From an optimization exercise on the open Yosys and OpenROAD flow, aimed at small area and a short achievable clock period; shortcuts taken in it are not production practice.
At most, simulation tests tie the RTL to the original design; equivalence was not proved.
No activity file was given, so power comes from the tool's default toggle rates.

before:
==> flow/design.v <==
module system_crossbar_rr #(
  parameter int NUM_MASTERS    = 9,
  parameter int NUM_SLAVES     = 4,
  parameter int ADDR_WIDTH     = 32,
  parameter int DATA_WIDTH     = 32,
  parameter int ID_WIDTH       = 4,
  parameter logic [NUM_SLAVES*ADDR_WIDTH-1:0] SLAVE_BASE =
    {32'h3000_0000, 32'h2000_0000, 32'h1000_0000, 32'h0000_0000},
  parameter logic [NUM_SLAVES*ADDR_WIDTH-1:0] SLAVE_MASK =
    {32'hFFFF_0000, 32'hFFFF_0000, 32'hFFFF_0000, 32'hF000_0000},
  parameter logic [NUM_MASTERS-1:0] HI_PRIO_MASK = 9'h1FE,
  parameter int TIMEOUT_CYCLES = 256
) (
  input  logic                             clk,
  input  logic                             rst,
  input  logic [NUM_MASTERS-1:0]           m_req,
  input  logic [NUM_MASTERS-1:0]           m_we,
  input  logic [NUM_MASTERS*ADDR_WIDTH-1:0] m_addr,
  input  logic [NUM_MASTERS*DATA_WIDTH-1:0] m_wdata,
  input  logic [NUM_MASTERS*ID_WIDTH-1:0]   m_id,
  output logic [NUM_MASTERS-1:0]           m_ack,
  output logic [NUM_MASTERS-1:0]           m_err,
  output logic [NUM_MASTERS*DATA_WIDTH-1:0] m_rdata,
  output logic [NUM_SLAVES-1:0]            s_req,
  output logic [NUM_SLAVES-1:0]            s_we,
  output logic [NUM_SLAVES*ADDR_WIDTH-1:0] s_addr,
  output logic [NUM_SLAVES*DATA_WIDTH-1:0] s_wdata,
  output logic [NUM_SLAVES*ID_WIDTH-1:0]   s_id,
  input  logic [NUM_SLAVES-1:0]            s_ack,
  input  logic [NUM_SLAVES*DATA_WIDTH-1:0] s_rdata
);
  localparam int NM = NUM_MASTERS;
  localparam int NS = NUM_SLAVES;
  localparam int AW = ADDR_WIDTH;
  localparam int DW = DATA_WIDTH;
  localparam int IW = ID_WIDTH;
  localparam int CW = $clog2(TIMEOUT_CYCLES);
  localparam logic [CW-1:0] CNT_LAST = CW'(TIMEOUT_CYCLES - 1);
  logic [NS-1:0]  r_busy, r_resp, r_terr;
  logic [NS-1:0][NM-1:0] r_win;
  logic [NS-1:0][NM-1:0] r_wind;
  logic [NS-1:0][NM-1:0] r_sel;
  logic [NS-1:0][CW-1:0] r_cnt;
  logic [NS-1:0][DW-1:0] r_rd;
  logic [NM-1:0]  r_dack, r_cool;
  logic [NM-1:0]  w_hit;
  logic [NM-1:0][NS-1:0] w_match;
  logic [NS-1:0][NM-1:0] w_reqv;
  logic [NS-1:0][NM-1:0] w_gnt;
  logic [NS-1:0]  w_start, w_fin, w_tmo;
  logic [NM-1:0]  w_derr;
  function automatic logic [NM-1:0] rr_pick(input logic [NM-1:0] req, input logic [NM-1:0] win);
    logic [NM-1:0] after, res;
    logic seen, found;
    seen = win[NM-1];
    for (int m = 0; m < NM; m++) begin
      after[m] = seen;
      seen = seen | win[m];
    end
    res = '0;
    found = 1'b0;
    for (int m = 0; m < NM; m++)
      if (!found && req[m] && after[m]) begin res[m] = 1'b1; found = 1'b1; end
    for (int m = 0; m < NM; m++)
      if (!found && req[m]) begin res[m] = 1'b1; found = 1'b1; end
    rr_pick = res;
  endfunction
  for (genvar m = 0; m < NM; m++) begin : g_dec
    for (genvar s = 0; s < NS; s++) begin : g_s
      assign w_match[m][s] =
        (m_addr[m*AW +: AW] & SLAVE_MASK[s*AW +: AW]) == SLAVE_BASE[s*AW +: AW];
      if (s == 0) begin : g_first
        assign w_reqv[s][m] = m_req[m] & w_match[m][s];
      end else begin : g_rest
        assign w_reqv[s][m] = m_req[m] & w_match[m][s] & ~(|w_match[m][s-1:0]);
      end
    end
    assign w_hit[m]  = |w_match[m];
    assign w_derr[m] = m_req[m] & ~w_hit[m] & ~r_dack[m] & ~r_cool[m];
  end
  for (genvar s = 0; s < NS; s++) begin : g_arb
    logic [NM-1:0] hi, lo;
    assign hi          = w_reqv[s] & HI_PRIO_MASK;
    assign lo          = w_reqv[s] & ~HI_PRIO_MASK;
    assign w_gnt[s]    = (|hi) ? rr_pick(hi, r_win[s]) : rr_pick(lo, r_win[s]);
    assign w_start[s]  = ~r_busy[s] & ~r_resp[s] & (|w_reqv[s]);
    assign w_fin[s]    = r_busy[s] & (s_ack[s] | (r_cnt[s] == CNT_LAST));
    assign w_tmo[s]    = ~s_ack[s] & (r_cnt[s] == CNT_LAST);
  end
  always_ff @(posedge clk or posedge rst) begin
    if (rst) begin
      r_busy <= '0;
      r_resp <= '0;
      r_dack <= '0;
      r_cool <= '0;
      r_sel  <= '0;
      for (int s = 0; s < NS; s++) r_win[s] <= NM'(1) << (NM - 1);
    end else begin
      r_busy <= w_start | (r_busy & ~w_fin);
      r_resp <= w_fin;
      r_dack <= w_derr;
      r_cool <= r_dack;
      for (int s = 0; s < NS; s++) begin
        if (w_start[s]) r_win[s] <= w_gnt[s];
        r_sel[s] <= w_fin[s] ? r_win[s] : '0;
      end
    end
  end
  always_ff @(posedge clk) begin
    r_terr <= w_tmo;
    for (int s = 0; s < NS; s++) begin
      r_cnt[s] <= r_busy[s] ? r_cnt[s] + 1'b1 : '0;
      r_rd[s]  <= s_rdata[s*DW +: DW];
      r_wind[s] <= (~r_busy[s] & ~r_resp[s]) ? w_gnt[s] : r_win[s];
    end
  end
  logic [NS-1:0][AW-1:0] w_pa;
  logic [NS-1:0][DW-1:0] w_pd;
  logic [NS-1:0][IW-1:0] w_pi;
  logic [NS-1:0]         w_pw;
  always_comb begin
    w_pa = '0;
    w_pd = '0;
    w_pi = '0;
    w_pw = '0;
    for (int s = 0; s < NS; s++)
      for (int m = 0; m < NM; m++) begin
        w_pa[s] = w_pa[s] | ({AW{r_win[s][m]}} & m_addr[m*AW +: AW]);
        w_pd[s] = w_pd[s] | ({DW{r_wind[s][m]}} & m_wdata[m*DW +: DW]);
        w_pi[s] = w_pi[s] | ({IW{r_win[s][m]}} & m_id[m*IW +: IW]);
        w_pw[s] = w_pw[s] | (r_win[s][m] & m_we[m]);
      end
  end
  assign s_req = r_busy;
  for (genvar s = 0; s < NS; s++) begin : g_spay
    assign s_addr[s*AW +: AW]  = (w_pa[s] & ~SLAVE_MASK[s*AW +: AW]) | SLAVE_BASE[s*AW +: AW];
    assign s_wdata[s*DW +: DW] = w_pd[s];
    assign s_id[s*IW +: IW]    = w_pi[s];
    assign s_we[s]             = w_pw[s];
  end
  logic [NM-1:0][DW-1:0] w_rd;
  always_comb begin
    m_ack = r_dack;
    m_err = r_dack;
    w_rd  = '0;
    for (int m = 0; m < NM; m++)
      for (int s = 0; s < NS; s++) begin
        m_ack[m] = m_ack[m] | r_sel[s][m];
        m_err[m] = m_err[m] | (r_sel[s][m] & r_terr[s]);
        w_rd[m]  = w_rd[m]  | ({DW{r_sel[s][m]}} & r_rd[s]);
      end
  end
  assign m_rdata = w_rd;
endmodule
Settings: LEC_CHECK=0, CAP_MARGIN=20, CORE_AREA=10 10 490 490, DIE_AREA=0 0 500 500, PLACE_DENSITY=0.35, SETUP_SLACK_MARGIN=3.0, SLEW_MARGIN=20; clock period 7.0 ns.
standard.sh (not shown) runs the stock make flow with config.mk's settings and CLKGATE_MAP_FILE= SYNTH_SCRIPT=/design/flow/synth_recipe.tcl, a recipe that flattens the netlist after the stock synthesis.
==> flow/flow/run.sh <==
#!/bin/bash
# The standard layout, with two changes: every input and output port gets the smallest buffer
# as its port buffer, and the ports are placed on the die edge in the bit-sliced order that
# flow/io.tcl gives (generated by gen/make_io.py), sourced right after the floorplan.
set -euo pipefail
export BUFFER_PORTS_ARGS="-buffer_cell sky130_fd_sc_hd__buf_1"
export IO_CONSTRAINTS="$PWD/flow/io.tcl"
bash standard.sh > standard_flow.log 2>&1
Other scripts of this flow, unchanged in this note and not shown: flow/flow/io.tcl
For after, these inputs were changed with respect to before:
--- a/flow/design.v
+++ b/flow/design.v
@@ -38,8 +38,6 @@
   localparam logic [CW-1:0] CNT_LAST = CW'(TIMEOUT_CYCLES - 1);
   logic [NS-1:0]  r_busy, r_resp, r_terr;
   logic [NS-1:0][NM-1:0] r_win;
-  logic [NS-1:0][NM-1:0] r_wind;
-  logic [NS-1:0][NM-1:0] r_sel;
   logic [NS-1:0][CW-1:0] r_cnt;
   logic [NS-1:0][DW-1:0] r_rd;
   logic [NM-1:0]  r_dack, r_cool;
@@ -93,7 +91,6 @@
       r_resp <= '0;
       r_dack <= '0;
       r_cool <= '0;
-      r_sel  <= '0;
       for (int s = 0; s < NS; s++) r_win[s] <= NM'(1) << (NM - 1);
     end else begin
       r_busy <= w_start | (r_busy & ~w_fin);
@@ -102,7 +99,6 @@
       r_cool <= r_dack;
       for (int s = 0; s < NS; s++) begin
         if (w_start[s]) r_win[s] <= w_gnt[s];
-        r_sel[s] <= w_fin[s] ? r_win[s] : '0;
       end
     end
   end
@@ -111,13 +107,19 @@
     for (int s = 0; s < NS; s++) begin
       r_cnt[s] <= r_busy[s] ? r_cnt[s] + 1'b1 : '0;
       r_rd[s]  <= s_rdata[s*DW +: DW];
-      r_wind[s] <= (~r_busy[s] & ~r_resp[s]) ? w_gnt[s] : r_win[s];
     end
   end
-  logic [NS-1:0][AW-1:0] w_pa;
-  logic [NS-1:0][DW-1:0] w_pd;
-  logic [NS-1:0][IW-1:0] w_pi;
-  logic [NS-1:0]         w_pw;
+  logic [NS*NM-1:0] w_winf, w_self;
+  logic [NS*DW-1:0] w_rdf;
+  logic [NS*AW-1:0] w_pa;
+  logic [NS*DW-1:0] w_pd;
+  logic [NS*IW-1:0] w_pi;
+  logic [NS-1:0]    w_pw;
+  assign w_winf = r_win;
+  for (genvar s = 0; s < NS; s++) begin : g_sel
+    assign w_self[s*NM +: NM] = r_resp[s] ? r_win[s] : '0;
+  end
+  assign w_rdf  = r_rd;
   always_comb begin
     w_pa = '0;
     w_pd = '0;
@@ -125,30 +127,26 @@
     w_pw = '0;
     for (int s = 0; s < NS; s++)
       for (int m = 0; m < NM; m++) begin
-        w_pa[s] = w_pa[s] | ({AW{r_win[s][m]}} & m_addr[m*AW +: AW]);
-        w_pd[s] = w_pd[s] | ({DW{r_wind[s][m]}} & m_wdata[m*DW +: DW]);
-        w_pi[s] = w_pi[s] | ({IW{r_win[s][m]}} & m_id[m*IW +: IW]);
-        w_pw[s] = w_pw[s] | (r_win[s][m] & m_we[m]);
+        w_pa[s*AW +: AW] = w_pa[s*AW +: AW] | ({AW{w_winf[s*NM+m]}} & m_addr[m*AW +: AW]);
+        w_pd[s*DW +: DW] = w_pd[s*DW +: DW] | ({DW{w_winf[s*NM+m]}} & m_wdata[m*DW +: DW]);
+        w_pi[s*IW +: IW] = w_pi[s*IW +: IW] | ({IW{w_winf[s*NM+m]}} & m_id[m*IW +: IW]);
+        w_pw[s]          = w_pw[s] | (w_winf[s*NM+m] & m_we[m]);
       end
   end
-  assign s_req = r_busy;
-  for (genvar s = 0; s < NS; s++) begin : g_spay
-    assign s_addr[s*AW +: AW]  = (w_pa[s] & ~SLAVE_MASK[s*AW +: AW]) | SLAVE_BASE[s*AW +: AW];
-    assign s_wdata[s*DW +: DW] = w_pd[s];
-    assign s_id[s*IW +: IW]    = w_pi[s];
-    assign s_we[s]             = w_pw[s];
-  end
-  logic [NM-1:0][DW-1:0] w_rd;
+  assign s_req   = r_busy;
+  assign s_addr  = (w_pa & ~SLAVE_MASK) | SLAVE_BASE;
+  assign s_wdata = w_pd;
+  assign s_id    = w_pi;
+  assign s_we    = w_pw;
   always_comb begin
-    m_ack = r_dack;
-    m_err = r_dack;
-    w_rd  = '0;
+    m_ack   = r_dack;
+    m_err   = r_dack;
+    m_rdata = '0;
     for (int m = 0; m < NM; m++)
       for (int s = 0; s < NS; s++) begin
-        m_ack[m] = m_ack[m] | r_sel[s][m];
-        m_err[m] = m_err[m] | (r_sel[s][m] & r_terr[s]);
-        w_rd[m]  = w_rd[m]  | ({DW{r_sel[s][m]}} & r_rd[s]);
+        m_ack[m] = m_ack[m] | w_self[s*NM+m];
+        m_err[m] = m_err[m] | (w_self[s*NM+m] & r_terr[s]);
+        m_rdata[m*DW +: DW] = m_rdata[m*DW +: DW] | ({DW{w_self[s*NM+m]}} & w_rdf[s*DW +: DW]);
       end
   end
-  assign m_rdata = w_rd;
 endmodule
--- outcome ---
NOTE total number of sequential cells before->after decreased by more than 10%
Compared with before, in after largest stage delay on the critical path went down; growth of design area from synthesis to finish went up; routed via count divided by cell count went down.
Lower final clock skew was reported by after, not before.
Routed wire length was lower in after than in before.
Run comparison: before end of the critical path s_we[1]; after end of the critical path m_rdata[186]
Compared with before, in after first-pass iteration count of the detailed router lower, final instance area lower, count of instances resized after the clock tree is built higher, final hold slack lower, synthesized netlist cell count lower.
before → after: wire length of the first global-routing pass shows a reduction of about 4%, critical path depth moved down, fraction of power consumed by combinational cells higher.
Function not checked in before: the RTL went through the layout flow alone.

[re-timing with driven ports]
The flow's constraints put no driver on any port. The routed layouts listed below were extracted and timed again, unchanged, in two steps.
Step 1, drivers: a clkbuf_16 drives clk and a buf_2 each remaining input, both assumed.
Step 2 also shifts input and output timing later by t, the mid clock arrival at the registers, as if the neighbouring blocks saw the same clock.
Slacks: ideal ports / drivers / drivers and shift; pairs: ideal ports / drivers.
run | shift t [ns] | setup slack, ns | worst setup path after step 2 | clock arrival spread, ns
before | 0.685 | 3.064 / 2.984 / 2.486 | input to register | 0.080 / 0.080
after | 0.692 | 2.997 / 2.919 / 2.553 | input to register | 0.030 / 0.030
After both steps setup and hold are still met in every run listed. The setup slack of before, which loses most, moves by -0.080 ns with the drivers and by -0.578 ns with both steps.
